Source: an optimization exercise on an open RTL-to-GDS flow (aim: small area and a short achievable clock period). Production flows keep margins and buffers that such runs may drop.
The RTL was checked by simulation tests, not by an equivalence proof against the original design.
Power figures rest on the tool's default switching activity, not on a simulated workload.

`flow/design.v`:
```
`timescale 1ns/1ps
module inst_decoder (
    input  logic [31:0] inst,
    output logic [4:0]  alu_op,
    output logic [4:0]  rd,
    output logic [4:0]  rs1,
    output logic [4:0]  rs2,
    output logic        has_rd,
    output logic        has_rs2
);
    logic [2:0] f3;
    assign f3 = inst[14:12];
    always_comb begin
        case (f3)
            3'h0: alu_op[3:0] = {3'b000, inst[30] & inst[5]};
            3'h1: alu_op[3:0] = 4'd2;
            3'h2: alu_op[3:0] = 4'd3;
            3'h3: alu_op[3:0] = 4'd4;
            3'h4: alu_op[3:0] = 4'd5;
            3'h5: alu_op[3:0] = {3'b011, inst[30]};
            3'h6: alu_op[3:0] = 4'd8;
            default: alu_op[3:0] = 4'd9;
        endcase
        alu_op[4] = !inst[5];
    end
    assign has_rd  = inst[4] || !inst[5];
    assign has_rs2 = inst[5];
    assign rd      = inst[11:7];
    assign rs1     = inst[19:15];
    assign rs2     = inst[24:20];
endmodule
module issue_check (
    input  logic [31:0] inst,
    input  logic        inst_valid,
    input  logic [3:0]  busy,
    input  logic [19:0] dst,         
    output logic        issue_ok,
    output logic [3:0]  fire
);
    logic       opc_ok, f7_mid, a, b;
    logic [2:0] f3;
    logic [1:0] cls;
    logic [3:0] sel;
    logic [3:0] hit;
    logic       waw;
    assign opc_ok = inst[1] && inst[0] && !inst[2] && !inst[3] && !inst[6];
    assign cls    = inst[5:4];      
    assign f3     = inst[14:12];
    assign f7_mid = !(inst[31] || inst[29] || inst[28] || inst[27] || inst[26]);
    assign a      = inst[30];
    assign b      = inst[25];
    always_comb begin
        sel = '0;
        case (cls)
            2'b11: begin
                sel[0] = f7_mid && !b && (!a || f3 == 3'h0 || f3 == 3'h5);
                sel[2] = f7_mid && !a && b && !f3[2];
                sel[3] = f7_mid && !a && b && f3[2];
            end
            2'b01: begin
                sel[0] = (f3 == 3'h1) ? (f7_mid && !a && !b) :
                         (f3 == 3'h5) ? (f7_mid && !b) : 1'b1;
            end
            2'b00: sel[1] = !(f3 == 3'h3 || f3 == 3'h6 || f3 == 3'h7);
            default: sel[1] = !f3[2] && !(f3[1] && f3[0]);
        endcase
        sel = sel & {4{opc_ok}};
    end
    always_comb begin
        for (int u = 0; u < 4; u++) begin
            hit[u] = busy[u] && (|dst[5*u +: 5]) && (dst[5*u +: 5] == inst[11:7]);
        end
    end
    assign waw      = (inst[4] || !inst[5]) && (|hit);
    assign issue_ok = |(sel & ~busy) && !waw;
    assign fire     = {4{inst_valid && !waw}} & sel & ~busy;
endmodule
`timescale 1ns/1ps
`timescale 1ns/1ps
module read_dispatch (
    input  logic [3:0]   r1,
    input  logic [3:0]   r2,
    input  logic [4:0]   op_alu,
    input  logic [3:0]   op_mem,
    input  logic [1:0]   op_mul,
    input  logic [1:0]   op_div,
    input  logic [19:0]  s1,         
    input  logic [19:0]  s2,
    output logic [3:0]   rg,
    output logic [18:0]  read
);
    logic [3:0] rreq;
    assign rreq  = r1 & r2;
    assign rg[0] = rreq[0];
    assign rg[1] = rreq[1] && !rreq[0];
    assign rg[2] = rreq[2] && !rreq[1] && !rreq[0];
    assign rg[3] = rreq[3] && !rreq[2] && !rreq[1] && !rreq[0];
    assign read[18]    = |rreq;
    assign read[17]    = rg[3];
    assign read[16]    = rg[1] || rg[2];
    assign read[15]    = rg[0] || rg[2];
    assign read[14:10] = ({5{rg[0]}} & op_alu) | ({5{rg[1]}} & {1'b0, op_mem}) |
                         ({5{rg[2]}} & {3'b000, op_mul}) | ({5{rg[3]}} & {3'b000, op_div});
    assign read[9:5]   = ({5{rg[0]}} & s1[4:0])   | ({5{rg[1]}} & s1[9:5]) |
                         ({5{rg[2]}} & s1[14:10]) | ({5{rg[3]}} & s1[19:15]);
    assign read[4:0]   = ({5{rg[0]}} & s2[4:0])   | ({5{rg[1]}} & s2[9:5]) |
                         ({5{rg[2]}} & s2[14:10]) | ({5{rg[3]}} & s2[19:15]);
endmodule
`timescale 1ns/1ps
module writeback_select (
    input  logic [3:0]   done,
    input  logic [3:0]   r1,
    input  logic [3:0]   r2,
    input  logic [15:0]  m1,
    input  logic [15:0]  m2,
    input  logic [19:0]  dst,        
    output logic [3:0]   wg,
    output logic [8:0]   wb
);
    logic [3:0] war;
    logic [3:0] wreq;
    always_comb begin
        for (int u = 0; u < 4; u++) begin
            war[u] = 1'b0;
            for (int j = 0; j < 4; j++) begin
                if (j != u) war[u] = war[u] || (r1[j] && m1[4*j+u]) || (r2[j] && m2[4*j+u]);
            end
        end
    end
    assign wreq  = done & ~war;
    assign wg[0] = wreq[0];
    assign wg[1] = wreq[1] && !wreq[0];
    assign wg[2] = wreq[2] && !wreq[1] && !wreq[0];
    assign wg[3] = wreq[3] && !wreq[2] && !wreq[1] && !wreq[0];
    assign wb[8]   = |wreq;
    assign wb[7]   = wg[3];
    assign wb[6]   = wg[1] || wg[2];
    assign wb[5]   = wg[0] || wg[2];
    assign wb[4:0] = ({5{wg[0]}} & dst[4:0])   | ({5{wg[1]}} & dst[9:5]) |
                     ({5{wg[2]}} & dst[14:10]) | ({5{wg[3]}} & dst[19:15]);
endmodule
`timescale 1ns/1ps
module sb_top (
    input  logic        clk,
    input  logic        rst,
    input  logic        inst_valid,
    input  logic [31:0] inst,
    input  logic [3:0]  fu_done,      
    output logic        issue_ok,
    output logic [18:0] read,
    output logic [8:0]  wb
);
    localparam int N = 4;
    logic [4:0] alu_op;
    logic [4:0] rd, rs1, rs2;
    logic       has_rd, has_rs2;
    logic [N-1:0]        busy_q;
    logic [N-1:0]        done_q;
    logic [N-1:0]        r1_q;       
    logic [N-1:0]        r2_q;
    logic [N-1:0]        took_q;     
    logic [4:0]          dst0_q, dst2_q, dst3_q;
    logic [N-1:0][4:0]   s1_q;
    logic [4:0]          s20_q, s22_q, s23_q;
    logic [4:0]          mreg_q;     
    logic [N-1:0][4:0]   dst_v;      
    logic [N-1:0][4:0]   s2_v;
    logic [N-1:0][4:0]   dcmp;       
    logic [N-1:0][4:0]   s2cmp;      
    logic [N-1:0]        s2ok;
    logic [N-1:0][N-1:0] m1_q;       
    logic [N-1:0][N-1:0] m2_q;
    logic [4:0]          op_alu_q;
    logic [3:0]          op_mem_q;
    logic [1:0]          op_mul_q;
    logic [1:0]          op_div_q;
    logic [N-1:0] dnz, e1, e2, f1, f2, fire;
    logic [N-1:0] rg, wg, wake1, wake2;
    logic         w1_new, w2_new, rdnz;
    inst_decoder decoder_i (
        .inst    (inst),
        .alu_op  (alu_op),
        .rd      (rd),
        .rs1     (rs1),
        .rs2     (rs2),
        .has_rd  (has_rd),
        .has_rs2 (has_rs2)
    );
    issue_check issue_i (
        .inst       (inst),
        .inst_valid (inst_valid),
        .busy       (busy_q),
        .dst        (dst_v),
        .issue_ok   (issue_ok),
        .fire       (fire)
    );
    read_dispatch read_i (
        .r1     (r1_q),
        .r2     (r2_q),
        .op_alu (op_alu_q),
        .op_mem (op_mem_q),
        .op_mul (op_mul_q),
        .op_div (op_div_q),
        .s1     (s1_q),
        .s2     (s2_v),
        .rg     (rg),
        .read   (read)
    );
    writeback_select wb_i (
        .done (done_q),
        .r1   (r1_q),
        .r2   (r2_q),
        .m1   (m1_q),
        .m2   (m2_q),
        .dst  (dst_v),
        .wg   (wg),
        .wb   (wb)
    );
    assign rdnz = has_rd && (|rd);
    always_comb begin
        dst_v[0] = dst0_q;
        dst_v[1] = op_mem_q[0] ? 5'd0 : mreg_q;
        dst_v[2] = dst2_q;
        dst_v[3] = dst3_q;
        s2_v[0]  = s20_q;
        s2_v[1]  = op_mem_q[0] ? mreg_q : 5'd0;
        s2_v[2]  = s22_q;
        s2_v[3]  = s23_q;
        for (int u = 0; u < N; u++) begin
            dcmp[u]  = dst_v[u];
            s2cmp[u] = s2_v[u];
            dnz[u]   = |dst_v[u];
            s2ok[u]  = 1'b1;
        end
        dcmp[1]  = mreg_q;
        s2cmp[1] = mreg_q;
        dnz[1]   = !op_mem_q[0] && (|mreg_q);
        s2ok[1]  = op_mem_q[0];
        for (int u = 0; u < N; u++) begin
            e1[u]  = dnz[u] && (dcmp[u] == rs1);
            e2[u]  = dnz[u] && (dcmp[u] == rs2) && has_rs2;
            f1[u]  = rdnz && (s1_q[u] == rd);
            f2[u]  = rdnz && s2ok[u] && (s2cmp[u] == rd);
        end
    end
    always_comb begin
        for (int j = 0; j < N; j++) begin
            wake1[j] = 1'b0;
            wake2[j] = 1'b0;
            for (int u = 0; u < N; u++) begin
                if (u != j) begin
                    wake1[j] = wake1[j] || (wg[u] && m1_q[j][u]);
                    wake2[j] = wake2[j] || (wg[u] && m2_q[j][u]);
                end
            end
            wake1[j] = wake1[j] && !r1_q[j] && !took_q[j];
            wake2[j] = wake2[j] && !r2_q[j] && !took_q[j];
        end
    end
    assign w1_new = |(busy_q & e1 & ~wg);
    assign w2_new = |(busy_q & e2 & ~wg);
    always_ff @(posedge clk or posedge rst) begin
        if (rst) begin
            busy_q <= '0;
            done_q <= '0;
            r1_q   <= '0;
            r2_q   <= '0;
        end else begin
            for (int j = 0; j < N; j++) begin
                if (busy_q[j]) begin
                    busy_q[j] <= !wg[j];
                    done_q[j] <= !wg[j] && (done_q[j] || fu_done[j]);
                    r1_q[j]   <= !wg[j] && ((r1_q[j] && !rg[j]) || wake1[j]);
                    r2_q[j]   <= !wg[j] && ((r2_q[j] && !rg[j]) || wake2[j]);
                end else begin
                    busy_q[j] <= fire[j];
                    done_q[j] <= 1'b0;
                    r1_q[j]   <= fire[j] && !w1_new;
                    r2_q[j]   <= fire[j] && !w2_new;
                end
            end
        end
    end
    always_ff @(posedge clk) begin
        for (int j = 0; j < N; j++) begin
            if (busy_q[j]) begin
                took_q[j] <= took_q[j] || rg[j];
                for (int u = 0; u < N; u++) begin
                    if (u != j && !busy_q[u]) begin
                        m1_q[j][u] <= f1[j];
                        m2_q[j][u] <= f2[j];
                    end
                end
            end else begin
                took_q[j] <= 1'b0;
                s1_q[j]  <= rs1;
                for (int u = 0; u < N; u++) begin
                    if (u != j) begin
                        m1_q[j][u] <= e1[u];
                        m2_q[j][u] <= e2[u];
                    end
                end
            end
        end
        if (!busy_q[0]) op_alu_q <= alu_op;
        if (!busy_q[1]) op_mem_q <= {inst[14:12], inst[5]};
        if (!busy_q[1]) mreg_q   <= inst[5] ? rs2 : rd;
        if (!busy_q[0]) dst0_q   <= rd;      
        if (!busy_q[2]) dst2_q   <= rd;      
        if (!busy_q[3]) dst3_q   <= rd;
        if (!busy_q[0]) s20_q    <= has_rs2 ? rs2 : 5'd0;
        if (!busy_q[2]) s22_q    <= rs2;
        if (!busy_q[3]) s23_q    <= rs2;
        if (!busy_q[2]) op_mul_q <= inst[13:12];
        if (!busy_q[3]) op_div_q <= inst[13:12];
    end
endmodule
```
`flow/flow/run.sh`:
```
#!/bin/bash
set -euo pipefail
P=sky130_fd_sc_hd__
DU=""
for c in probe_p_8 probec_p_8 lpflow_bleeder_1 \
         lpflow_clkbufkapwr_1 lpflow_clkbufkapwr_16 lpflow_clkbufkapwr_2 lpflow_clkbufkapwr_4 lpflow_clkbufkapwr_8 \
         lpflow_clkinvkapwr_1 lpflow_clkinvkapwr_16 lpflow_clkinvkapwr_2 lpflow_clkinvkapwr_4 lpflow_clkinvkapwr_8 \
         lpflow_decapkapwr_12 lpflow_decapkapwr_3 lpflow_decapkapwr_4 lpflow_decapkapwr_6 lpflow_decapkapwr_8 \
         lpflow_inputiso0n_1 lpflow_inputiso0p_1 lpflow_inputiso1n_1 lpflow_inputiso1p_1 lpflow_inputisolatch_1 \
         lpflow_isobufsrc_1 lpflow_isobufsrc_16 lpflow_isobufsrc_2 lpflow_isobufsrc_4 lpflow_isobufsrc_8 \
         lpflow_isobufsrckapwr_16 lpflow_lsbuf_lh_hl_isowell_tap_1 lpflow_lsbuf_lh_hl_isowell_tap_2 \
         lpflow_lsbuf_lh_hl_isowell_tap_4 lpflow_lsbuf_lh_isowell_4 lpflow_lsbuf_lh_isowell_tap_1 \
         lpflow_lsbuf_lh_isowell_tap_2 lpflow_lsbuf_lh_isowell_tap_4 \
         or3_1 or3_2 or3_4 or3b_1 or3b_2 or3b_4 or4_1 or4_2 or4_4 or4b_1 or4b_2 or4b_4 \
         or4bb_1 or4bb_2 or4bb_4 o41a_1 o41a_2 o41a_4 o41ai_1 o41ai_2 o41ai_4 \
         a2111o_1 a2111o_2 a2111o_4 a2111oi_0 a2111oi_1 a2111oi_2 a2111oi_4 \
         o2111a_1 o2111a_2 o2111a_4 o2111ai_1 o2111ai_2 o2111ai_4 a41o_1 a41o_2 a41o_4 \
         nor4_1 nor4_2 nor4_4 nor4b_1 nor4b_2 nor4b_4 nor4bb_1 nor4bb_2 nor4bb_4 a222oi_1; do
  DU="$DU $P$c"
done
DU="${DU# }"
BP="-buffer_cell ${P}buf_2"
CTS="-sink_clustering_enable -repair_clock_nets -tree_buf ${P}clkbuf_4 -buf_list {${P}clkbuf_4} -root_buf ${P}clkbuf_16 -sink_clustering_buffer ${P}clkbuf_4"
bash standard.sh DONT_USE_CELLS="$DU" BUFFER_PORTS_ARGS="$BP" CTS_ARGS="$CTS" finish > standard.log 2>&1
```
`flow/standard.sh`:
```
#!/bin/bash
# synth_recipe.tcl (not shown) runs the flow's synth.tcl, then flattens the netlist and writes it again
# the make line also repeats each setting of config.mk as NAME=value (left out here)
make -C /OpenROAD-flow-scripts/flow DESIGN_CONFIG=/design/flow/config.mk WORK_HOME=/design/flow/orfs CLKGATE_MAP_FILE= SYNTH_SCRIPT=/design/flow/synth_recipe.tcl "${@:-finish}"
```
`flow/config.mk`:
```
export PLATFORM = sky130hd
export DESIGN_NAME = sb_top
export DESIGN_NICKNAME = sb_top
export VERILOG_FILES = /design/flow/design.v
export SDC_FILE = /design/flow/constraint.sdc
export NUM_CORES = 4
export LEC_CHECK = 0
export CAP_MARGIN = 20
export CORE_MARGIN = 2
export CORE_UTILIZATION = 40
export SETUP_SLACK_MARGIN = 2.0
export SLEW_MARGIN = 20
```
`flow/constraint.sdc`:
```
create_clock -name core_clock -period 5.5 [get_ports {clk}]
set_input_delay 1.1000 -clock core_clock [delete_from_list [all_inputs] [get_ports {clk}]]
set_output_delay 1.1000 -clock core_clock [all_outputs]
set_load 0.01 [all_outputs]
```
==> results.json, run 1 <==
{
  "status": "finished clean",
  "routedWlPerCell_um": 22.3,
  "hold_viol": 0,
  "clk_path_buf_depth": 2,
  "setup_tns_ns": 0,
  "cts.clk_slew.worst_paths_ns": 0.07,
  "syn_nets": 633,
  "rsz0062_at_grt": "yes",
  "ctsHoldBuffers": 0,
  "nets": 667,
  "cts_tree": "done",
  "final-max-slew-violation-count": 0,
  "ioPinCount": 68,
  "slew_headroom_pct": 32.1,
  "maxCapViolCount": 0,
  "wirelength_mm": 18.9,
  "dr.pass1.iters": 7,
  "layout_common_cells": "edfxtp_1, buf_2, xnor2_1",
  "grt.total_usage_pct": 23.1,
  "min_from": "took_q[2]$_SDFF_PN0_",
  "p_leak_uw": 0.00278,
  "worstReg2RegStart": "r1_q[2]$_DFF_PP0_",
  "core_um2": 15300,
  "drtIter0Drc": 582,
  "cp_max_fo": 15,
  "numCtsBuffers": 9,
  "grt_pass1_wl_mm": 28.8,
  "syn_area_per_cell_um2": 10.6,
  "hold_path_class": "flop to flop",
  "postSynth.asyncResetShare_pct": 14.3,
  "clk-insertion-delay-late_ns": 0.37,
  "start_util_pct": 41.3,
  "synth_edf_count": 92,
  "fin_ws_ns": 1.96,
  "ys_seq_elements": 112,
  "skew_ns": 0.0117,
  "io_buffers": 67,
  "synthCells": 594,
  "viasPerCell": 5.87,
  "h-tree-depth": 3,
  "antenna_found_initial": 0,
  "via_count": 4958,
  "worst_pin_slew_ns": 1.01,
  "gp_congestion": 0.972,
  "yosysSeqAreaShare_pct": 51.3,
  "finalSetupViolCount": 0,
  "synthFlopType": "edfxtp_1",
  "cts_sinks": 112,
  "startpoint_type": "primary input",
  "fmax_mhz": 282,
  "holdWs_ns": 0.475,
  "final_common_cell": "edfxtp_1",
  "synth_cell_type_count": 61,
  "ys_warn_count": 4,
  "powerDensity_nw_per_um2": 329,
  "dp_hpwl_mm": 13.4,
  "ant_nets": 0,
  "critical_path.startpoint": "inst[5]",
  "place_inst": 821,
  "stdcell_count": 844,
  "die_area_um2": 16800,
  "critPathCaptureType": "output pin",
  "irDropWorstVdd_uv": 282,
  "power_uw": 2360,
  "syn_to_final_growth_pct": 13.6,
  "clockRootBuffer": "clkbuf_16",
  "die_h_um": 130,
  "fin_crit_sh_pct": 64.4,
  "drive_above_1_share_pct": 20.4,
  "row_count": 45,
  "fin_crit_ns": 3.54,
  "dp_slack_ns": 1.64,
  "grt_pass1_vias": 4875,
  "drc": 0,
  "grt_max_degree": 22,
  "syn_area_um2": 6320,
  "grt_overflow": 0,
  "die_x_um": 130,
  "diodes": 0,
  "crit_type": "primary input to output pin",
  "arrival_ns": 2.44,
  "worstPathRequired_ns": 4.40,
  "n_fill_cell": 1443
}
-- layout make-up --
cell class	instances	area [µm²]	share of cell area, %
Sequential cell	112	3240	45.1
Timing Repair Buffer	78	460	6.41
Clock inverter	6	92.6	1.29
Multi-Input combinational cell	412	2830	39.4
Inverter	15	61.3	0.854
Tap cell	211	264	3.68
Clock buffer	10	233	3.24
-- where the power goes --
group          total [µW]  switching, µW  internal, µW  leakage [µW]
logic                 424            260           164       0.00137
clock network         730            321           409      0.000158
registers            1210            146          1070       0.00126
-- metal layers --
metal | share of wire (%) | GRT usage [%] | vias up
li1 | - | - | 2227
met5 | 0 | 0 | -
met2 | 48 | 37.1 | 209
met1 | 44 | 32.1 | 2490
met4 | 2.1 | 7.21 | 0
met3 | 5.5 | 4.02 | 32
-- critical path, stage by stage --
cell,delay (ns)
buf_4,0.20
nor2b_2,0.22
nor3_1,0.07
nand4_1,0.13
nor3_2,0.06
nand2b_1,0.17
a311oi_2,0.28
buf_2,0.20
-- Yosys cell counts (2+ instances only) --
master | instances | area, µm²
nor3_1 | 29 | 145
nand2b_2 | 2 | 17.5
nor2b_1 | 4 | 25.0
buf_4 | 2 | 15.0
dfrtp_1 | 16 | 400
buf_1 | 2 | 7.51
and3_1 | 3 | 18.8
buf_6 | 3 | 33.8
a221o_1 | 16 | 160
edfxtp_1 | 92 | 2760
and2_1 | 13 | 81.3
o2bb2ai_1 | 2 | 17.5
buf_2 | 14 | 70.1
a21o_1 | 5 | 37.5
nand2b_1 | 6 | 37.5
o22a_2 | 2 | 20.0
o21ai_0 | 31 | 155
inv_1 | 14 | 52.6
nor2_1 | 38 | 143
nand3_1 | 20 | 100
dfxtp_1 | 4 | 80.1
and4b_1 | 2 | 20.0
nand2_1 | 44 | 165
xor2_1 | 43 | 377
a31oi_1 | 3 | 18.8
clkbuf_1 | 31 | 116
or2_1 | 2 | 12.5
a21oi_1 | 15 | 75.1
a22oi_1 | 13 | 97.6
o221ai_2 | 2 | 30.0
xnor2_1 | 50 | 438
nand4_1 | 19 | 119
nor3b_1 | 3 | 22.5
clkbuf_2 | 3 | 15.0
a32o_1 | 5 | 50.1
a211oi_1 | 3 | 22.5
a22o_1 | 10 | 87.6
a22oi_2 | 3 | 37.5
o32ai_1 | 3 | 26.3
-- registers in the layout (all words and copies together), names as in the netlist, 4 cells and up --
name / count
took_q: 4
s22_q: 5
s23_q: 5
op_mem_q: 4
busy_q: 4
dst2_q: 5
r1_q: 4
done_q: 4
op_alu_q: 5
dst3_q: 5
mreg_q: 5
r2_q: 4
dst0_q: 5
m1_q: 12
s20_q: 5
s1_q: 20
m2_q: 12
-- worst paths after layout --
path	endpoint	slack, ns	cells after the start
hold / removal	took_q[2]$_SDFF_PN0_	0.48	2
hold reg to reg	took_q[2]$_SDFF_PN0_	0.48	2
setup reg to reg	r2_q[3]$_DFF_PP0_	3.14	8
min in group asynchronous	done_q[3]$_DFF_PP0_	0.81	2
setup / recovery	issue_ok	1.96	8
max in group asynchronous	r2_q[1]$_DFF_PP0_	4.26	2
-- stage by stage --
stage / area (µm²) / util [%]
after floorplan: 6320 / -
after global placement: 6700 / 43.8
after detailed placement: 6710 / 43.8
after CTS: 7140 / 46.7
after global routing: 7180 / 46.9
final: 7180 / 46.9
-- repair_timing --
action	CTS	global route
pin swaps	4	3
buffers inserted	4	3
gates cloned	0	0
gates resized for setup	23	4
endpoints found under the setup margin	15	6
-- logic make-up after synthesis --
kind of cell / count (synthesis) / synth area share (%)
compound gates: 124 / 14.9
xor+xnor: 93 / 12.9
mux: 1 / 0.158
flops: 112 / 51.3
simple gates: 194 / 15.8
buf+inv: 70 / 4.97
==> run 2, diff against run 1 <==
--- a/flow/flow/run.sh
+++ b/flow/flow/run.sh
@@ -22,3 +22,3 @@
 BP="-buffer_cell ${P}buf_2"
-CTS="-sink_clustering_enable -repair_clock_nets -tree_buf ${P}clkbuf_4 -buf_list {${P}clkbuf_4} -root_buf ${P}clkbuf_16 -sink_clustering_buffer ${P}clkbuf_4"
+CTS="-sink_clustering_enable -repair_clock_nets -tree_buf ${P}clkbuf_8 -buf_list {${P}clkbuf_8} -root_buf ${P}clkbuf_16 -sink_clustering_buffer ${P}clkbuf_8"
 bash standard.sh DONT_USE_CELLS="$DU" BUFFER_PORTS_ARGS="$BP" CTS_ARGS="$CTS" finish > standard.log 2>&1
==> run 2 against run 1 <==
Effect of this change: global-route usage is the same; die area is the same; still clean on timing, DRC and antenna; clock power shrank 1%; largest cell class unchanged; critical path depth stayed put; highest routed layer unchanged; total power is 0.32% lower; worst setup slack improved by 0.0022 ns; wire length decreased by 0.15%; non-clock buffer count is the same; utilization hardly changed; sequential cell count unchanged; sequential share of layout area is essentially flat.
==> results.json, run 2 <==
{
  "drive_above_1_share_pct": 20.2,
  "critPathCaptureType": "output pin",
  "dr.pass1.iters": 7,
  "crit_type": "primary input to output pin",
  "viasPerCell": 5.84,
  "synth_edf_count": 92,
  "routed-wl-met3_mm": 1.04,
  "ys_seq_elements": 112,
  "multi_input_area_um2": 2830,
  "yosysTopAreaCell": "edfxtp_1",
  "io_buffers": 67,
  "syn_area_per_cell_um2": 10.6,
  "grt_pass1_wl_mm": 28.8,
  "fin_ws_ns": 1.96,
  "hold_viol": 0,
  "antenna_found_initial": 0,
  "reg2reg_to": "r2_q[3]$_DFF_PP0_",
  "status": "finished clean",
  "ys_warn_count": 4,
  "grt.total_usage_pct": 23.1,
  "r2r_slack_ns": 3.14,
  "wirelength_mm": 18.8,
  "synthFlopType": "edfxtp_1",
  "min_path_cells": 2,
  "crit_path_cell_trace": "buf_6 -> nand2b_1 -> o221a_2 -> a21oi_2 -> nor3_2 -> nand2b_1 -> a311oi_2 -> buf_2",
  "start_util_pct": 41.3,
  "postSynth.asyncResetShare_pct": 14.3,
  "startpoint_type": "primary input",
  "nets": 667,
  "min_from": "took_q[2]$_SDFF_PN0_",
  "h-tree-depth": 3,
  "arrival_ns": 2.44,
  "maxCapViolCount": 0,
  "cp_max_fo": 17,
  "top_layer": "met4",
  "syn_nets": 633,
  "powerDensity_nw_per_um2": 328,
  "dp_hpwl_mm": 13.4,
  "core_um2": 15300,
  "clk-insertion-delay-late_ns": 0.37,
  "critical_path.startpoint": "inst[8]",
  "die_x_um": 130,
  "gp_congestion": 0.972,
  "numCtsBuffers": 9,
  "final_common_cell": "edfxtp_1",
  "synth_cell_type_count": 61,
  "wl_met1_mm": 8.37,
  "cts_sinks": 112,
  "ctsHoldBuffers": 0,
  "wl_met2_mm": 8.98,
  "hold_path_class": "flop to flop",
  "die_h_um": 130,
  "layout_common_cells": "edfxtp_1, buf_2, xnor2_1",
  "synth-adder-area-share_pct": 0,
  "yosysSeqAreaShare_pct": 51.3,
  "cts_tree": "done",
  "finalSetupViolCount": 0,
  "worstReg2RegStart": "r1_q[2]$_DFF_PP0_",
  "synth_top_family_by_area": "simple AND/OR/NAND/NOR gates",
  "fin_util_pct": 46.9,
  "diodes": 0,
  "grt_pass1_vias": 4875,
  "seqCellArea_um2": 3240,
  "synthMuxAreaShare_pct": 0.158,
  "worstPathRequired_ns": 4.40,
  "slew_headroom_pct": 31.9,
  "cp_slowest_cell": "a311oi_2",
  "worst_pin_slew_ns": 1.01,
  "final-max-slew-violation-count": 0,
  "skew_ns": 0.0121,
  "setup_tns_ns": 0,
  "syn_area_um2": 6320,
  "synth_commonest_cells": "edfxtp_1, xnor2_1, nand2_1",
  "p_leak_uw": 0.00279,
  "fin_crit_sh_pct": 64.4,
  "drtIter0Drc": 582,
  "cts.clk_slew.worst_paths_ns": 0.07,
  "synth_area_leaders": "edfxtp_1, xnor2_1, dfrtp_1",
  "top_regs": "s1_q (20), m1_q (12), m2_q (12)",
  "ant_nets": 0,
  "rsz0062_at_grt": "yes",
  "n_fill_cell": 1442,
  "synthXorXnorAreaFrac_pct": 12.9,
  "die_area_um2": 16800,
  "synth.top_cell.area_share_pct": 43.7,
  "clockRootBuffer": "clkbuf_16",
  "synthCells": 594,
  "drc": 0,
  "yosysMostFrequentCell": "edfxtp_1",
  "yosys.area_share.simple_pct": 15.8,
  "max_stage_delay_ns": 0.29,
  "grt_overflow": 0,
  "irDropWorstVdd_uv": 282,
  "dp_slack_ns": 1.64,
  "largest_reg_flops": 20,
  "routedWlPerCell_um": 22.3,
  "cp_common_cell": "nand2b_1",
  "synth_compound_area_share_pct": 14.9,
  "fin_crit_ns": 3.54,
  "r2r_cells": 8,
  "grt_max_degree": 22,
  "fmax_mhz": 282,
  "via_count": 4933,
  "ioPinCount": 68,
  "top_register": "s1_q",
  "syn_to_final_growth_pct": 13.5,
  "row_count": 45,
  "clk_path_buf_depth": 2,
  "min_to": "took_q[2]$_SDFF_PN0_"
}
[run 2: cell counts after synthesis]
Identical to the previous run, type by type.
[run 2: layout make-up]
| class | count | area share (%) |
|---|---|---|
| clock buffers | 9 | 3.14 |
| multi-input cells | 412 | 39.4 |
| well taps | 211 | 3.68 |
| repair buffers | 78 | 6.41 |
| flip-flops and latches | 112 | 45.2 |
| inverters | 15 | 0.854 |
| clock inverters | 7 | 1.34 |
[run 2: power by group]
group	internal (µW)	switching [µW]	total, µW
Clock	402	321	723
Sequential	1070	146	1210
Combinational	164	259	423
Total	1630	726	2360
[run 2: kinds of logic (layout without fill, tap and decap cells)]
logic type                after synthesis  in the layout
and+or+nand+nor                       194            194
AOI/OAI and AO/OA                     124            124
DFF                                   112            112
xor gates and xnor gates               93             93
buffers and inverters                  70            109
muxes                                   1              1
[run 2: worst max-delay path by stage]
stage / endpoint / slack [ns] / cells after the start
2_1_floorplan: issue_ok / 2.11 / 7
3_3_place_gp: issue_ok / 1.67 / 8
3_5_place_dp: issue_ok / 1.64 / 8
4_1_cts: issue_ok / 2.00 / 8
5_1_grt: issue_ok / 1.86 / 9
6_report: issue_ok / 1.96 / 8
[run 2: stage by stage]
step           power, µW  std cells  hold WS, ns  instance area (µm²)
6_report            2360        844        0.475                 7180
4_1_cts             2360        841        0.479                 7140
5_1_grt             2450        844        0.535                 7180
3_5_place_dp        1630        821        0.462                 6710
2_1_floorplan       1470        594        0.440                 6320
3_3_place_gp        1620        821        0.454                 6700
[run 2: layer usage]
layer  vias to the layer above  track usage, %
li1                       2226               -
met1                      2467            32.1
met2                       203            37.1
met3                        37            4.02
met4                         0            7.21
met5                         -               0
[run 2: worst max-delay path: cells and delay by family]
| kind | cells | cell delay, ns |
|---|---|---|
| AOI/OAI and AO/OA | 3 | 0.58 |
| and+or+nand+nor | 3 | 0.40 |
| buffers and inverters | 2 | 0.35 |
[run 2: what timing repair did]
action                                  4_1_cts  5_1_grt
buffers inserted                              4        3
resized for setup                            23        4
pin swaps                                     4        3
endpoints found under the setup margin       15        6
gates cloned                                  0        0
==> run 3, diff against run 2 <==
--- a/flow/config.mk
+++ b/flow/config.mk
@@ -10,2 +10,3 @@
 export CORE_UTILIZATION = 40
+export GPL_ROUTABILITY_DRIVEN = 0
 export SETUP_SLACK_MARGIN = 2.0
==> run 3 against run 2 <==
Effect of this change: still clean; cell count grew 0.71%; total power shrank 3.4%; synthesized cell count is the same; register-to-register slack lost 0.30 ns; worst hold slack gained 0.0067 ns; via count grew 0.12%; sequential power is essentially flat; non-clock buffer count grew 6.
==> results.json, run 3 <==
{
  "syn_area_per_cell_um2": 10.6,
  "synthXorXnorAreaFrac_pct": 12.9,
  "status": "finished clean",
  "fmax_mhz": 281,
  "top_register": "s1_q",
  "final_area_um2": 7330,
  "reg2reg_to": "r2_q[3]$_DFF_PP0_",
  "routedWlPerCell_um": 22.3,
  "internal_power_uw": 1550,
  "layout_common_cells": "edfxtp_1, buf_2, xnor2_1",
  "fin_crit_sh_pct": 64.6,
  "placedInstanceArea_um2": 6700,
  "final-max-slew-violation-count": 0,
  "ys_warn_count": 4,
  "syn_to_final_growth_pct": 15.9,
  "drive_above_1_share_pct": 22.1,
  "sequentialPowerShare_pct": 53.2,
  "wirelength_mm": 19.0,
  "synth.top_cell.area_share_pct": 43.7,
  "yosysMostFrequentCell": "edfxtp_1",
  "cp_max_fo": 2,
  "largest_reg_flops": 20,
  "r2r_slack_ns": 2.84,
  "crit_type": "primary input to output pin",
  "p_leak_uw": 0.00285,
  "antenna_found_initial": 0,
  "syn_nets": 633,
  "irDropWorstVdd_uv": 175,
  "via_count": 4939,
  "grt_max_degree": 22,
  "n_fill_cell": 1460,
  "synthMuxAreaShare_pct": 0.158,
  "yosys.area_share.simple_pct": 15.8,
  "cts.clk_slew.worst_paths_ns": 0.07,
  "p_switching_uw": 724,
  "worst_pin_slew_ns": 1.08,
  "setup_tns_ns": 0,
  "holdWs_ns": 0.482,
  "place_inst": 820,
  "yosysSeqAreaShare_pct": 51.3,
  "nets": 673,
  "h-tree-depth": 3,
  "p_comb_share_pct": 19.6,
  "core_um2": 15300,
  "worstPathRequired_ns": 4.40,
  "synth-adder-area-share_pct": 0,
  "cts_sinks": 112,
  "synth_edf_count": 92,
  "min_path_cells": 2,
  "start_util_pct": 41.3,
  "grt_pass1_vias": 5067,
  "rsz0062_at_grt": "yes",
  "postSynth.asyncResetShare_pct": 14.3,
  "worstReg2RegStart": "r2_q[2]$_DFF_PP0_",
  "synth_top_family_by_area": "simple AND/OR/NAND/NOR gates",
  "row_count": 45,
  "skew_ns": 0.00899,
  "top_regs": "s1_q (20), m1_q (12), m2_q (12)",
  "fin_crit_ns": 3.55,
  "synth_commonest_cells": "edfxtp_1, xnor2_1, nand2_1",
  "die_area_um2": 16800,
  "critPathCaptureType": "output pin",
  "slew_headroom_pct": 27.7,
  "grt_overflow": 0,
  "ant_nets": 0,
  "final_common_cell": "edfxtp_1",
  "cts_tree": "done",
  "maxCapViolCount": 0,
  "powerDensity_nw_per_um2": 311,
  "synthFlopType": "edfxtp_1",
  "clockRootBuffer": "clkbuf_16",
  "min_to": "took_q[2]$_SDFF_PN0_",
  "r2r_cells": 10,
  "dp_hpwl_mm": 13.5,
  "drc": 0,
  "finalSetupViolCount": 0,
  "synth_cell_type_count": 61,
  "p_clk_share_pct": 27.2,
  "hold_path_class": "flop to flop",
  "numCtsBuffers": 9,
  "drtIter0Drc": 443,
  "sw_frac_of_total_pct": 31.8,
  "die_h_um": 130,
  "grt_pass1_wl_mm": 29.1,
  "dp_slack_ns": 1.63,
  "io_buffers": 67,
  "arrival_ns": 2.45,
  "startpoint_type": "primary input",
  "synth_area_leaders": "edfxtp_1, xnor2_1, dfrtp_1",
  "min_from": "took_q[2]$_SDFF_PN0_",
  "syn_area_um2": 6320,
  "stdcell_count": 850,
  "diodes": 0,
  "ioPinCount": 68,
  "synthCells": 594,
  "grt.total_usage_pct": 23.4,
  "die_x_um": 130,
  "viasPerCell": 5.81,
  "hold_viol": 0,
  "clk_path_buf_depth": 2,
  "clk-insertion-delay-late_ns": 0.37,
  "fin_ws_ns": 1.95,
  "yosysTopAreaCell": "edfxtp_1",
  "dr.pass1.iters": 5,
  "ys_seq_elements": 112,
  "ctsHoldBuffers": 0,
  "synth_compound_area_share_pct": 14.9
}
[run 3: power by group through the flow]
| stage | Clock (µW) | Combinational (µW) | Sequential (µW) |
|---|---|---|---|
| 6_report | 620 | 446 | 1210 |
| 5_1_grt | 661 | 486 | 1220 |
| 4_1_cts | 628 | 442 | 1210 |
| 3_5_place_dp | 0 | 407 | 1220 |
| 3_3_place_gp | 0 | 397 | 1220 |
| 2_1_floorplan | 0 | 347 | 1130 |
[run 3: stage by stage]
stage	util (%)	total power (µW)
2_1_floorplan	-	1470
3_3_place_gp	43.7	1620
3_5_place_dp	43.8	1630
4_1_cts	47.6	2280
5_1_grt	47.9	2370
6_report	47.9	2280
[run 3: worst max-delay path, stage by stage]
cell      delay [ns]
buf_6           0.09
nor3_2          0.19
nand2_2         0.11
nor2_2          0.13
a22oi_2         0.07
nor3_2          0.22
inv_1           0.10
a311oi_4        0.26
buf_2           0.19
[run 3: logic make-up after synthesis]
| logic type | after synthesis |
|---|---|
| DFF | 112 |
| muxes | 1 |
| AOI/OAI and AO/OA | 124 |
| and+or+nand+nor | 194 |
| buffers and inverters | 70 |
| xor gates and xnor gates | 93 |
[run 3: how the worst max path moves through the flow]
| stage | from | end | slack [ns] |
|---|---|---|---|
| 5_1_grt | inst[28] | issue_ok | 1.87 |
| 2_1_floorplan | inst[14] | issue_ok | 2.11 |
| 3_5_place_dp | inst[11] | issue_ok | 1.63 |
| 6_report | inst[28] | issue_ok | 1.95 |
| 3_3_place_gp | inst[8] | issue_ok | 1.65 |
| 4_1_cts | inst[3] | issue_ok | 2.00 |
[run 3: repair_timing]
| action | 4_1_cts | 5_1_grt |
|---|---|---|
| hold endpoints to repair | 0 | 0 |
| cloned | 0 | 0 |
| buffers inserted | 13 | 1 |
| endpoints found under the setup margin | 19 | 19 |
| pin swaps | 16 | 4 |
| resized for setup | 46 | 7 |
[run 3: layer usage]
metal | global-route usage (%) | routed length (µm)
met1 | 31.0 | 8100
met2 | 37.8 | 8890
met3 | 4.26 | 1280
met4 | 10.1 | 715
met5 | 0 | 0
[run 3: layout make-up]
cell class | count | area [µm²] | area share, %
Tap cell | 211 | 264 | 3.60
Clock buffer | 9 | 225 | 3.07
Clock inverter | 7 | 46.3 | 0.632
Inverter | 15 | 61.3 | 0.836
Sequential cell | 112 | 3240 | 44.2
Multi-Input combinational cell | 412 | 2900 | 39.6
Timing Repair Buffer | 84 | 589 | 8.04
==> run 4, diff against run 3 <==
--- a/flow/config.mk
+++ b/flow/config.mk
@@ -9,4 +9,3 @@
 export CORE_MARGIN = 2
-export CORE_UTILIZATION = 40
-export GPL_ROUTABILITY_DRIVEN = 0
+export CORE_UTILIZATION = 50
 export SETUP_SLACK_MARGIN = 2.0
==> run 4 against run 3 <==
Effect of this change: via count decreased by 1.4%; utilization increased by 10 points; worst setup slack improved by 0.053 ns; sequential share of layout area increased by 0.41 points; combinational power about the same; total power increased by 2.1%; critical path depth decreased by 1; die area decreased by 19%.
==> results.json, run 4 <==
{
  "via_count": 4869,
  "grt_overflow": 0,
  "synthCells": 594,
  "r2r_slack_ns": 3.01,
  "status": "finished clean",
  "p_comb_share_pct": 19.1,
  "routedWlPerCell_um": 22.5,
  "nets": 675,
  "sw_frac_of_total_pct": 30.8,
  "hold_path_class": "flop to flop",
  "arrival_ns": 2.40,
  "fmax_mhz": 286,
  "drc": 0,
  "final_common_cell": "edfxtp_1",
  "synthXorXnorAreaFrac_pct": 12.9,
  "reg2reg_to": "r2_q[3]$_DFF_PP0_",
  "rsz0062_at_grt": "yes",
  "grt_pass1_vias": 4684,
  "io_buffers": 67,
  "synth_commonest_cells": "edfxtp_1, xnor2_1, nand2_1",
  "ioPinCount": 68,
  "start_util_pct": 50.7,
  "synth.top_cell.area_share_pct": 43.7,
  "p_switching_uw": 716,
  "worst_pin_slew_ns": 1.08,
  "die_area_um2": 13600,
  "diodes": 0,
  "top_regs": "s1_q (20), m1_q (12), m2_q (12)",
  "crit_type": "primary input to output pin",
  "cts_sinks": 112,
  "p_clk_share_pct": 28.6,
  "dr.pass1.iters": 5,
  "syn_area_um2": 6320,
  "ant_nets": 0,
  "synth_edf_count": 92,
  "yosysMostFrequentCell": "edfxtp_1",
  "worstReg2RegStart": "r2_q[1]$_DFF_PP0_",
  "internal_power_uw": 1610,
  "top_register": "s1_q",
  "largest_reg_flops": 20,
  "grt_max_degree": 22,
  "ys_warn_count": 4,
  "holdWs_ns": 0.503,
  "sequentialPowerShare_pct": 52.3,
  "startpoint_type": "primary input",
  "skew_ns": 0.0110,
  "syn_area_per_cell_um2": 10.6,
  "hold_viol": 0,
  "syn_to_final_growth_pct": 14.9,
  "drive_above_1_share_pct": 21.8,
  "fin_crit_sh_pct": 63.6,
  "synth_area_leaders": "edfxtp_1, xnor2_1, dfrtp_1",
  "crit_path_cell_trace": "buf_12 -> xnor2_1 -> nand4_1 -> and4b_1 -> o22ai_2 -> nand2b_4 -> a311oi_2 -> buf_2",
  "clk_path_buf_depth": 2,
  "postSynth.asyncResetShare_pct": 14.3,
  "synth-adder-area-share_pct": 0,
  "syn_nets": 633,
  "numCtsBuffers": 9,
  "antenna_found_initial": 0,
  "clockRootBuffer": "clkbuf_16",
  "max_stage_delay_ns": 0.28,
  "r2r_cells": 8,
  "cts_tree": "done",
  "row_count": 41,
  "die_h_um": 116,
  "critPathCaptureType": "output pin",
  "yosys.area_share.simple_pct": 15.8,
  "h-tree-depth": 3,
  "final-max-slew-violation-count": 0,
  "min_from": "took_q[2]$_SDFF_PN0_",
  "synth_top_family_by_area": "simple AND/OR/NAND/NOR gates",
  "drtIter0Drc": 439,
  "cts.clk_slew.worst_paths_ns": 0.07,
  "ctsHoldBuffers": 0,
  "core_um2": 12500,
  "dp_hpwl_mm": 12.9,
  "grt.total_usage_pct": 27.7,
  "synth_compound_area_share_pct": 14.9,
  "yosysSeqAreaShare_pct": 51.3,
  "die_x_um": 116,
  "min_path_cells": 2,
  "setup_tns_ns": 0,
  "p_leak_uw": 0.00286,
  "cp_num_buf_inv": 2,
  "worstPathRequired_ns": 4.40,
  "fin_crit_ns": 3.50,
  "yosysTopAreaCell": "edfxtp_1",
  "critPathTopFamily": "compound AO/OA/AOI/OAI gates",
  "slew_headroom_pct": 27.6,
  "grt_pass1_wl_mm": 27.3,
  "finalSetupViolCount": 0,
  "cp_slowest_cell": "a311oi_2",
  "min_to": "took_q[2]$_SDFF_PN0_",
  "irDropWorstVdd_uv": 182,
  "synthFlopType": "edfxtp_1",
  "clk-insertion-delay-late_ns": 0.36,
  "wirelength_mm": 18.3,
  "gp_congestion": 0.885,
  "powerDensity_nw_per_um2": 320,
  "viasPerCell": 5.99,
  "synthMuxAreaShare_pct": 0.158,
  "maxCapViolCount": 0,
  "layout_common_cells": "edfxtp_1, buf_2, xnor2_1",
  "ys_seq_elements": 112,
  "synth_cell_type_count": 61,
  "cp_max_fo": 17
}
==> run 4: final cells by class <==
type,count,area (µm²)
clock inverter,6,60.1
multi-input combinational,412,2870
fill,1081,5200
clock buffer,10,239
inverter,15,61.3
sequential,112,3240
timing repair buffer,86,571
tap,172,215
==> run 4: how the worst max path moves through the flow <==
stage	start	depth (start not counted)	slack (ns)	endpoint
global route	inst[11]	8	1.95	issue_ok
global placement	inst[8]	8	1.71	issue_ok
floorplan	inst[14]	7	2.11	issue_ok
finish	inst[11]	8	2.00	issue_ok
CTS	inst[7]	8	2.00	issue_ok
detailed placement	inst[7]	8	1.68	issue_ok
==> run 4: power by group through the flow <==
stage	Clock, µW	Combinational (µW)	Sequential (µW)
6_report	664	444	1220
5_1_grt	706	480	1230
4_1_cts	676	423	1210
3_5_place_dp	0	407	1230
3_3_place_gp	0	398	1230
2_1_floorplan	0	347	1130
==> run 4: kinds of logic after synthesis <==
family,count (synthesis)
buffers and inverters,70
DFF,112
xor gates and xnor gates,93
AOI/OAI and AO/OA,124
and+or+nand+nor,194
muxes,1
==> run 4: routing by layer <==
metal  global-route usage (%)  vias up  routed length, µm
met5                        0        -                  0
met4                     11.3        0                528
met3                     4.62       32               1250
met2                     43.9      213               8690
met1                     38.2     2389               7860
li1                         -     2235                  -
==> run 4: what timing repair did <==
action	CTS	global route
gates resized for setup	35	13
endpoints found under the hold margin	0	0
pin swaps	8	8
endpoints found under the setup margin	21	9
buffers inserted	2	14
==> run 4: stage by stage <==
stage	instance area (µm²)	cells	power, µW	utilization (%)	setup WS (ns)
global placement	6650	781	1630	53.3	1.71
global route	7260	813	2420	58.3	1.95
finish	7260	813	2320	58.3	2.00
floorplan	6320	594	1470	-	2.11
CTS	7100	799	2310	57.0	2.00
detailed placement	6650	781	1640	53.3	1.68
==> run 4: worst min-delay path, cell delays in order (launching register included) <==
cell and delay [ns]:
dfxtp_1 0.32, nor2_1 0.10, nor2_1 0.04
==> run 5, diff against run 4 <==
--- a/flow/config.mk
+++ b/flow/config.mk
@@ -9,4 +9,4 @@
 export CORE_MARGIN = 2
-export CORE_UTILIZATION = 50
-export SETUP_SLACK_MARGIN = 2.0
+export CORE_UTILIZATION = 40
+export SETUP_SLACK_MARGIN = 2.1
 export SLEW_MARGIN = 20
==> run 5 against run 4 <==
Effect of this change: sequential power is essentially flat; cell count grew 5.0%; fmax fell by 0.52%; critical path depth grew 1; synthesized area is the same; wire length rose by 3.7%; still clean; non-clock buffer count up 2; via count rose by 3.1%; largest cell class unchanged; register-to-register slack gained 0.16 ns.
==> results.json, run 5 <==
{
  "status": "finished clean",
  "final_common_cell": "edfxtp_1",
  "setup_tns_ns": 0,
  "synthFlopType": "edfxtp_1",
  "fin_util_pct": 48.0,
  "powerDensity_nw_per_um2": 323,
  "multi_input_area_um2": 2850,
  "hold_viol": 0,
  "clk-insertion-delay-late_ns": 0.37,
  "die_area_um2": 16800,
  "slew_headroom_pct": 32.3,
  "grt_pass1_wl_mm": 29.1,
  "synth_area_leaders": "edfxtp_1, xnor2_1, dfrtp_1",
  "die_x_um": 130,
  "worst_pin_slew_ns": 1.01,
  "hold_path_class": "flop to flop",
  "clockRootBuffer": "clkbuf_16",
  "synthCells": 594,
  "crit_type": "primary input to output pin",
  "final_area_um2": 7350,
  "top_regs": "s1_q (20), m1_q (12), m2_q (12)",
  "h-tree-depth": 3,
  "syn_area_per_cell_um2": 10.6,
  "worstPathRequired_ns": 4.40,
  "fin_crit_ns": 3.52,
  "syn_area_um2": 6320,
  "ys_seq_elements": 112,
  "arrival_ns": 2.42,
  "cp_slowest_cell": "a311oi_2",
  "startpoint_type": "primary input",
  "critPathTopFamily": "simple AND/OR/NAND/NOR gates",
  "postSynth.asyncResetShare_pct": 14.3,
  "routedWlPerCell_um": 22.3,
  "syn_to_final_growth_pct": 16.2,
  "synth_edf_count": 92,
  "layout_common_cells": "edfxtp_1, buf_2, xnor2_1",
  "largest_reg_flops": 20,
  "n_fill_cell": 1422,
  "diodes": 0,
  "skew_ns": 0.0121,
  "yosysMostFrequentCell": "edfxtp_1",
  "dr.pass1.iters": 5,
  "numCtsBuffers": 9,
  "placedInstanceArea_um2": 6710,
  "final-max-slew-violation-count": 0,
  "drtIter0Drc": 563,
  "core_um2": 15300,
  "io_buffers": 67,
  "via_count": 5019,
  "ys_warn_count": 4,
  "dp_hpwl_mm": 13.4,
  "grt.total_usage_pct": 23.3,
  "die_h_um": 130,
  "fmax_mhz": 284,
  "max_stage_delay_ns": 0.35,
  "seqCellArea_um2": 3250,
  "row_count": 45,
  "start_util_pct": 41.3,
  "viasPerCell": 5.88,
  "drc": 0,
  "crit_path_cell_trace": "buf_6 -> nor2_1 -> nand3_1 -> nor2_2 -> nand2_2 -> nor3_2 -> o21ai_1 -> a311oi_2 -> buf_2",
  "synth_commonest_cells": "edfxtp_1, xnor2_1, nand2_1",
  "syn_nets": 633,
  "ioPinCount": 68,
  "antenna_found_initial": 0,
  "ant_nets": 0,
  "yosysSeqAreaShare_pct": 51.3,
  "grt_pass1_vias": 4921,
  "cp_num_buf_inv": 2,
  "synth.top_cell.area_share_pct": 43.7,
  "cts_tree": "done",
  "gp_congestion": 0.972,
  "critPathCaptureType": "output pin",
  "p_leak_uw": 0.00287,
  "wirelength_mm": 19.0,
  "irDropWorstVdd_uv": 281,
  "top_register": "s1_q",
  "synth_cell_type_count": 61,
  "nets": 677,
  "drive_above_1_share_pct": 22.4,
  "yosysTopAreaCell": "edfxtp_1",
  "grt_overflow": 0,
  "cts.clk_slew.worst_paths_ns": 0.07,
  "fin_crit_sh_pct": 64.0,
  "rsz0062_at_grt": "yes",
  "maxCapViolCount": 0,
  "ctsHoldBuffers": 0,
  "holdWs_ns": 0.475,
  "cp_max_fo": 2,
  "clk_path_buf_depth": 2,
  "finalSetupViolCount": 0,
  "grt_max_degree": 22,
  "cts_sinks": 112
}
## run 5: cells by family (layout without fill, tap and decap cells)
family | count (synthesis) | count (layout) | share of synthesized area, %
simple gates | 194 | 194 | 15.8
xor+xnor | 93 | 93 | 12.9
compound gates | 124 | 124 | 14.9
buf+inv | 70 | 119 | 4.97
mux | 1 | 1 | 0.158
flops | 112 | 112 | 51.3
## run 5: cell type report
type,instances,share of cell area (%)
clock buffer,9,3.06
clock inverter,7,1.31
inverter,15,0.834
multi-input combinational,412,38.8
sequential,112,44.2
tap,211,3.59
timing repair buffer,88,8.26
## run 5: power breakdown
part / internal, µW / switching, µW / leakage, µW
sequential: 1070 / 147 / 0.00126
clock: 402 / 322 / 0.000159
combinational: 176 / 260 / 0.00146
total: 1640 / 729 / 0.00287
## run 5: worst paths after layout
check | cells past startpoint | to | start | slack (ns)
max in group asynchronous | 2 | r2_q[2]$_DFF_PP0_ | rst | 4.22
setup reg to reg | 8 | r2_q[3]$_DFF_PP0_ | r1_q[2]$_DFF_PP0_ | 3.17
min in group asynchronous | 2 | done_q[3]$_DFF_PP0_ | rst | 0.82
hold reg to reg | 2 | took_q[2]$_SDFF_PN0_ | took_q[2]$_SDFF_PN0_ | 0.47
hold / removal | 2 | took_q[2]$_SDFF_PN0_ | took_q[2]$_SDFF_PN0_ | 0.47
setup / recovery | 9 | issue_ok | inst[3] | 1.98
## run 5: timing repair
action | 4_1_cts | 5_1_grt
pin swaps | 12 | 3
endpoints found under the hold margin | 0 | 0
buffers inserted | 14 | 3
setup endpoints to repair | 20 | 10
resized for setup | 41 | 8
## run 5: per-layer routing
layer / share of wire [%] / vias up / global-route usage (%)
li1: - / 2245 / -
met1: 44 / 2529 / 32.2
met2: 48 / 210 / 37.8
met3: 5.9 / 35 / 3.90
met4: 2.3 / 0 / 7.21
met5: 0 / - / 0
## run 5: worst reg2reg max path, stage by stage (launching register included)
cell and delay (ns):
dfrtp_2 0.46, a22oi_2 0.29, nand4_4 0.17, o21ai_2 0.13
nor3_2 0.09, buf_4 0.19, nand2b_2 0.29, o221ai_2 0.39
o32ai_1 0.16
## run 5: metrics by stage
| stage | worst slack (ns) | total power (µW) | cells |
|---|---|---|---|
| 5_1_grt | 1.83 | 2460 | 854 |
| 6_report | 1.98 | 2370 | 854 |
| 2_1_floorplan | 2.11 | 1470 | 594 |
| 3_3_place_gp | 1.67 | 1620 | 821 |
| 3_5_place_dp | 1.64 | 1630 | 821 |
| 4_1_cts | 2.04 | 2370 | 851 |
==> run 6, diff against run 5 <==
--- a/flow/flow/run.sh
+++ b/flow/flow/run.sh
@@ -16,4 +16,3 @@
          a2111o_1 a2111o_2 a2111o_4 a2111oi_0 a2111oi_1 a2111oi_2 a2111oi_4 \
-         o2111a_1 o2111a_2 o2111a_4 o2111ai_1 o2111ai_2 o2111ai_4 a41o_1 a41o_2 a41o_4 \
-         nor4_1 nor4_2 nor4_4 nor4b_1 nor4b_2 nor4b_4 nor4bb_1 nor4bb_2 nor4bb_4 a222oi_1; do
+         o2111a_1 o2111a_2 o2111a_4 o2111ai_1 o2111ai_2 o2111ai_4 a41o_1 a41o_2 a41o_4; do
   DU="$DU $P$c"
--- a/flow/config.mk
+++ b/flow/config.mk
@@ -10,3 +10,3 @@
 export CORE_UTILIZATION = 40
-export SETUP_SLACK_MARGIN = 2.1
+export SETUP_SLACK_MARGIN = 2.3
 export SLEW_MARGIN = 20
==> run 6 against run 5 <==
Effect of this change: cell count shrank 0.59%; wire length increased by 3.2%; non-clock buffer count is 28 higher; utilization rose by 2.0 points; worst hold slack worse by 0.0015 ns; clock-buffer cell count unchanged; synthesized area decreased by 2.1%; clock power is 1% lower.
==> results.json, run 6 <==
{
  "status": "finished clean",
  "ant_nets": 0,
  "synth_area_leaders": "edfxtp_1, xor2_1, dfrtp_1",
  "max_stage_delay_ns": 0.25,
  "syn_nets": 620,
  "yosysTopAreaCell": "edfxtp_1",
  "p_comb_share_pct": 18.2,
  "synthFlopType": "edfxtp_1",
  "cp_slowest_cell": "nor4b_4",
  "final-max-slew-violation-count": 0,
  "synth_edf_count": 92,
  "hold_viol": 0,
  "crit_type": "primary input to output pin",
  "fmax_mhz": 277,
  "grt.total_usage_pct": 24.1,
  "hold_path_class": "flop to flop",
  "numCtsBuffers": 9,
  "final_common_cell": "edfxtp_1",
  "cts_sinks": 112,
  "dp_hpwl_mm": 13.6,
  "yosysSeqAreaShare_pct": 52.4,
  "syn_to_final_growth_pct": 22.2,
  "cp_max_fo": 2,
  "startpoint_type": "primary input",
  "finalSetupViolCount": 0,
  "p_leak_uw": 0.00299,
  "maxCapViolCount": 0,
  "internal_power_uw": 1620,
  "r2r_slack_ns": 2.46,
  "cts.clk_slew.worst_paths_ns": 0.07,
  "ys_warn_count": 4,
  "io_buffers": 67,
  "sw_frac_of_total_pct": 29.8,
  "antenna_found_initial": 1,
  "grt_pass1_vias": 5231,
  "crit_path_cell_trace": "buf_6 -> nor3_2 -> nor3b_4 -> nor4b_4 -> nand3_2 -> a211oi_2 -> o311a_1 -> buf_2",
  "synthCells": 581,
  "core_um2": 15100,
  "worst_pin_slew_ns": 1.02,
  "dr.pass1.iters": 7,
  "die_h_um": 128,
  "layout_common_cells": "edfxtp_1, xor2_1, buf_2",
  "start_util_pct": 40.9,
  "h-tree-depth": 3,
  "top_register": "s1_q",
  "slew_headroom_pct": 32.0,
  "grt_max_degree": 23,
  "rsz0062_at_grt": "yes",
  "clk-insertion-delay-late_ns": 0.36,
  "clockRootBuffer": "clkbuf_16",
  "cp_num_buf_inv": 2,
  "drtIter0Drc": 508,
  "via_count": 5189,
  "die_area_um2": 16500,
  "postSynth.asyncResetShare_pct": 14.3,
  "routedWlPerCell_um": 23.1,
  "largest_reg_flops": 20,
  "clk_path_buf_depth": 2,
  "synth.top_cell.area_share_pct": 44.6,
  "row_count": 45,
  "nets": 695,
  "sequentialPowerShare_pct": 50.8,
  "critPathTopFamily": "simple AND/OR/NAND/NOR gates",
  "wirelength_mm": 19.6,
  "n_fill_cell": 1357,
  "fin_util_pct": 49.9,
  "powerDensity_nw_per_um2": 305,
  "critPathCaptureType": "output pin",
  "drive_above_1_share_pct": 26.8,
  "die_x_um": 128,
  "fin_crit_sh_pct": 65.6,
  "ys_seq_elements": 112,
  "diodes": 0,
  "synth_cell_type_count": 52,
  "cts_tree": "done",
  "grt_pass1_wl_mm": 29.8,
  "top_regs": "s1_q (20), m1_q (12), m2_q (12)",
  "viasPerCell": 6.11,
  "irDropWorstVdd_uv": 187,
  "skew_ns": 0.00828,
  "synth_commonest_cells": "edfxtp_1, xor2_1, nand2_1",
  "fin_crit_ns": 3.61,
  "gp_congestion": 0.922,
  "syn_area_um2": 6190,
  "drc": 0,
  "worstPathRequired_ns": 4.40,
  "setup_tns_ns": 0,
  "yosysMostFrequentCell": "edfxtp_1",
  "arrival_ns": 2.51,
  "syn_area_per_cell_um2": 10.7,
  "grt_overflow": 0,
  "ioPinCount": 68,
  "p_clk_share_pct": 31.0,
  "p_switching_uw": 688
}
[run 6: changes by cell type after synthesis, sizes merged, moves of 8 or more]
| cell | delta |
|---|---|
| nor4 | +11 |
| a222oi | +18 |
| a22o | -8 |
| a221o | -11 |
| xnor2 | -21 |
| xor2 | +21 |
[run 6: worst register-to-register path: stages, from the launching register on]
cell and delay, ns:
edfxtp_1 0.44, a222oi_1 0.42, and4_4 0.39, nor4_4 0.07, buf_6 0.15, buf_6 0.12
buf_8 0.11, buf_4 0.12, buf_4 0.17, nand2b_1 0.28, o221a_2 0.41, a31o_2 0.26
[run 6: path summary, 6_finish.rpt]
| path | start | depth (start not counted) | to |
|---|---|---|---|
| setup / recovery | inst[29] | 8 | issue_ok |
| hold / removal | took_q[2]$_SDFF_PN0_ | 2 | took_q[2]$_SDFF_PN0_ |
| setup reg to reg | m1_q[9]$_DFFE_PP_ | 11 | r1_q[1]$_DFF_PP0_ |
| hold reg to reg | took_q[2]$_SDFF_PN0_ | 2 | took_q[2]$_SDFF_PN0_ |
| max in group asynchronous | rst | 2 | r2_q[1]$_DFF_PP0_ |
| min in group asynchronous | rst | 2 | done_q[3]$_DFF_PP0_ |
[run 6: logic make-up (layout without fill, tap and decap cells)]
kind of cell	Yosys count	count (layout)	share of synthesized area, %
simple gates	189	189	15.7
flops	112	112	52.4
mux	1	1	0.162
compound gates	118	118	14.2
buf+inv	68	148	4.39
xor+xnor	93	93	13.2
[run 6: repair_timing]
item | CTS | global route
gates resized for setup | 44 | 26
setup endpoints to repair | 30 | 21
hold buffers | 0 | 0
gates cloned | 1 | 0
pin swaps | 23 | 22
buffers inserted | 37 | 9
[run 6: metrics by stage]
step	area (µm²)	std cells	setup WS (ns)	power, µW	hold WS (ns)
after detailed placement	6600	786	1.58	1530	0.462
after floorplan	6230	581	2.26	1380	0.427
after global routing	7560	849	1.83	2390	0.499
after global placement	6600	786	1.67	1510	0.451
after CTS	7390	840	1.94	2280	0.479
final	7560	849	1.89	2310	0.473
[run 6: cell type report]
| type | count | area (µm²) | area share, % |
|---|---|---|---|
| flip-flops and latches | 112 | 3250 | 43.0 |
| multi-input cells | 401 | 2850 | 37.7 |
| repair buffers | 116 | 831 | 11.0 |
| well taps | 188 | 235 | 3.11 |
| clock buffers | 9 | 225 | 2.98 |
| clock inverters | 7 | 95.1 | 1.26 |
| inverters | 15 | 68.8 | 0.910 |
| repair inverters | 1 | 5.00 | 0.0662 |
[run 6: power groups by stage]
stage,logic (µW),clock network [µW],registers [µW]
after floorplan,290,0,1090
after global placement,336,0,1180
after detailed placement,345,0,1180
after CTS,392,726,1160
after global routing,454,754,1180
final,419,715,1170
[run 6: routing by layer]
metal	track usage (%)	wire length, µm	up-vias
li1	-	-	2299
met1	31.4	8190	2569
met2	38.5	9280	258
met3	6.03	1410	61
met4	10.4	720	2
met5	0	9	-
==> run 7, diff against run 6 <==
--- a/flow/config.mk
+++ b/flow/config.mk
@@ -10,3 +10,3 @@
 export CORE_UTILIZATION = 40
-export SETUP_SLACK_MARGIN = 2.3
+export SETUP_SLACK_MARGIN = 2.6
 export SLEW_MARGIN = 20
==> run 7 against run 6 <==
Effect of this change: first-iteration DRC count is 0.39% lower; via count rose by 1.6%; worst hold slack better by 0.00088 ns; clock power barely moved; sequential share of layout area is 1.3 points lower; non-clock buffer count rose by 19; combinational power grew 3%; sequential cell count stayed put; total power grew 0.83%; cell area is 3.1% higher; critical path depth stayed put; wire length rose by 3.1%; highest routed layer unchanged.
==> results.json, run 7 <==
{
  "drtIter0Drc": 506,
  "crit_type": "primary input to output pin",
  "final_common_cell": "edfxtp_1",
  "synthXorXnorAreaFrac_pct": 13.2,
  "clk-insertion-delay-late_ns": 0.36,
  "fmax_mhz": 276,
  "wirelength_mm": 20.2,
  "gp_congestion": 0.922,
  "ctsHoldBuffers": 0,
  "final-max-slew-violation-count": 0,
  "start_util_pct": 40.9,
  "r2r_slack_ns": 2.50,
  "layout_common_cells": "edfxtp_1, xor2_1, buf_2",
  "r2r_cells": 11,
  "core_um2": 15100,
  "hold_viol": 0,
  "grt_pass1_wl_mm": 30.1,
  "synth_edf_count": 92,
  "viasPerCell": 6.07,
  "routedWlPerCell_um": 23.3,
  "cp_max_fo": 2,
  "worstReg2RegStart": "r1_q[2]$_DFF_PP0_",
  "syn_area_um2": 6190,
  "min_from": "took_q[2]$_SDFF_PN0_",
  "die_x_um": 128,
  "min_path_cells": 2,
  "setup_tns_ns": 0,
  "synthMuxAreaShare_pct": 0.162,
  "ys_warn_count": 4,
  "cts.clk_slew.worst_paths_ns": 0.07,
  "die_h_um": 128,
  "hold_path_class": "flop to flop",
  "powerDensity_nw_per_um2": 298,
  "ys_seq_elements": 112,
  "worst_pin_slew_ns": 1.02,
  "rsz0062_at_grt": "yes",
  "grt_overflow": 0,
  "yosysSeqAreaShare_pct": 52.4,
  "finalSetupViolCount": 0,
  "irDropWorstVdd_uv": 187,
  "reg2reg_to": "r2_q[0]$_DFF_PP0_",
  "dr.pass1.iters": 6,
  "ant_nets": 0,
  "nets": 714,
  "fin_util_pct": 51.5,
  "grt.total_usage_pct": 24.4,
  "diodes": 0,
  "synth_cell_type_count": 52,
  "row_count": 45,
  "clockRootBuffer": "clkbuf_16",
  "antenna_found_initial": 1,
  "die_area_um2": 16500,
  "startpoint_type": "primary input",
  "critPathCaptureType": "output pin",
  "synthCells": 581,
  "p_leak_uw": 0.00313,
  "fin_crit_sh_pct": 65.8,
  "yosys.area_share.simple_pct": 15.7,
  "grt_max_degree": 23,
  "grt_pass1_vias": 5303,
  "numCtsBuffers": 9,
  "synth_area_leaders": "edfxtp_1, xor2_1, dfrtp_1",
  "slew_headroom_pct": 31.8,
  "yosysMostFrequentCell": "edfxtp_1",
  "status": "finished clean",
  "arrival_ns": 2.52,
  "min_to": "took_q[2]$_SDFF_PN0_",
  "io_buffers": 67,
  "drive_above_1_share_pct": 30.6,
  "skew_ns": 0.00936,
  "top_register": "s1_q",
  "synth_compound_area_share_pct": 14.2,
  "clk_path_buf_depth": 2,
  "drc": 0,
  "via_count": 5272,
  "synth_top_family_by_area": "simple AND/OR/NAND/NOR gates",
  "place_inst": 786,
  "h-tree-depth": 3,
  "synthFlopType": "edfxtp_1",
  "syn_to_final_growth_pct": 26.0,
  "cts_tree": "done",
  "maxCapViolCount": 0,
  "largest_reg_flops": 20,
  "stdcell_count": 868,
  "top_regs": "s1_q (20), m1_q (12), m2_q (12)",
  "worstPathRequired_ns": 4.40,
  "yosysTopAreaCell": "edfxtp_1",
  "syn_area_per_cell_um2": 10.7,
  "dp_hpwl_mm": 13.6,
  "ioPinCount": 68,
  "fin_crit_ns": 3.62,
  "power_uw": 2330,
  "cts_sinks": 112,
  "postSynth.asyncResetShare_pct": 14.3,
  "synth.top_cell.area_share_pct": 44.6,
  "synth-adder-area-share_pct": 0,
  "syn_nets": 620,
  "synth_commonest_cells": "edfxtp_1, xor2_1, nand2_1"
}
## run 7: cell count changes in the layout (fill, tap and decap cells not counted), sizes merged
cell	previous run	this run
buf	116	135
## run 7: power by group
part	total [µW]	internal, µW	switching, µW
logic	433	186	247
registers	1170	1040	134
clock network	718	401	317
## run 7: cell families (layout without fill, tap and decap cells)
group                     count (synthesis)  after routing
xor gates and xnor gates                 93             93
DFF                                     112            112
and+or+nand+nor                         189            189
AOI/OAI and AO/OA                       118            118
buffers and inverters                    68            167
muxes                                     1              1
## run 7: worst max-delay path, cell delays in order
cell and delay (ns):
buf_6 0.09, nor3_2 0.17, nor3b_4 0.22, nor4b_4 0.25, nand3_2 0.12, a211oi_2 0.17
o311a_1 0.24, buf_2 0.16
## run 7: final cells by class
type                       instances  area, µm²
clock buffer                       9        225
inverter                          15       68.8
timing repair inverter             1       5.00
tap                              188        235
fill                            1317       7340
clock inverter                     7       95.1
multi-input combinational        401       2910
sequential                       112       3250
timing repair buffer             135       1010
## run 7: worst max path at each step
stage / from / endpoint / slack, ns / cells past startpoint
3_3_place_gp: inst[9] / issue_ok / 1.67 / 8
4_1_cts: inst[29] / issue_ok / 1.94 / 8
2_1_floorplan: inst[29] / issue_ok / 2.26 / 6
5_1_grt: inst[31] / issue_ok / 1.83 / 8
3_5_place_dp: inst[5] / issue_ok / 1.58 / 7
6_report: inst[29] / issue_ok / 1.88 / 8
## run 7: through the flow
stage | hold WS [ns] | instance area (µm²) | worst slack, ns
finish | 0.474 | 7800 | 1.88
global route | 0.499 | 7800 | 1.83
detailed placement | 0.462 | 6600 | 1.58
global placement | 0.451 | 6600 | 1.67
CTS | 0.479 | 7510 | 1.94
floorplan | 0.427 | 6230 | 2.26
## run 7: layer usage
metal	vias up	track usage, %	wire, µm
met4	2	10.9	676
met2	286	38.6	9510
li1	2342	-	-
met5	-	0	11
met3	53	7.03	1600
met1	2589	31.4	8430
## run 7: repair_timing
item / in CTS / in global routing
endpoints found under the hold margin: 0 / 0
setup endpoints to repair: 34 / 34
setup buffers: 45 / 19
gates resized for setup: 65 / 29
gates cloned: 1 / 1
pin swaps: 31 / 27

what the ideal ports hide:
Ports are ideal in the flow. The routed layouts listed here were re-timed in OpenROAD.
Step 1 (the two cells are an assumption about what drives the block):
set clk [get_ports {clk}]
set_driving_cell -lib_cell sky130_fd_sc_hd__clkbuf_16 $clk
set_driving_cell -lib_cell sky130_fd_sc_hd__buf_2 [delete_from_list [all_inputs] $clk]
Step 2 times the ports against the registers' clock, not the clock port: input delays grow and output delays shrink by t, the midpoint of the rising clock arrivals with the driver on.
Three values: ideal, step 1, step 2; two values: the first two.
| run | t, ns | slack for setup (ns) | hold slack, ns | slew at the worst register clock pin (ns) | pins driven straight from the clock port |
|---|---|---|---|---|---|
| run 1 | 0.406 | 1.956 / 1.928 / 1.928 | 0.475 / 0.475 / 0.475 | 0.08 / 0.08 | 1 |
| run 2 | 0.404 | 1.959 / 1.925 / 1.925 | 0.475 / 0.475 / 0.475 | 0.08 / 0.08 | 1 |
| run 3 | 0.403 | 1.947 / 1.911 / 1.911 | 0.482 / 0.482 / 0.482 | 0.07 / 0.07 | 1 |
| run 4 | 0.398 | 2.001 / 1.941 / 1.941 | 0.503 / 0.503 / 0.503 | 0.08 / 0.08 | 1 |
| run 5 | 0.404 | 1.982 / 1.945 / 1.945 | 0.475 / 0.475 / 0.475 | 0.08 / 0.08 | 1 |
| run 6 | 0.400 | 1.891 / 1.848 / 1.644 | 0.473 / 0.473 / 0.473 | 0.08 / 0.08 | 1 |
| run 7 | 0.402 | 1.880 / 1.845 / 1.637 | 0.474 / 0.474 / 0.474 | 0.08 / 0.08 | 1 |
After both steps setup and hold are still met in every run listed. The setup slack of run 6, which loses most, moves by -0.043 ns with the drivers and by -0.247 ns with both steps.
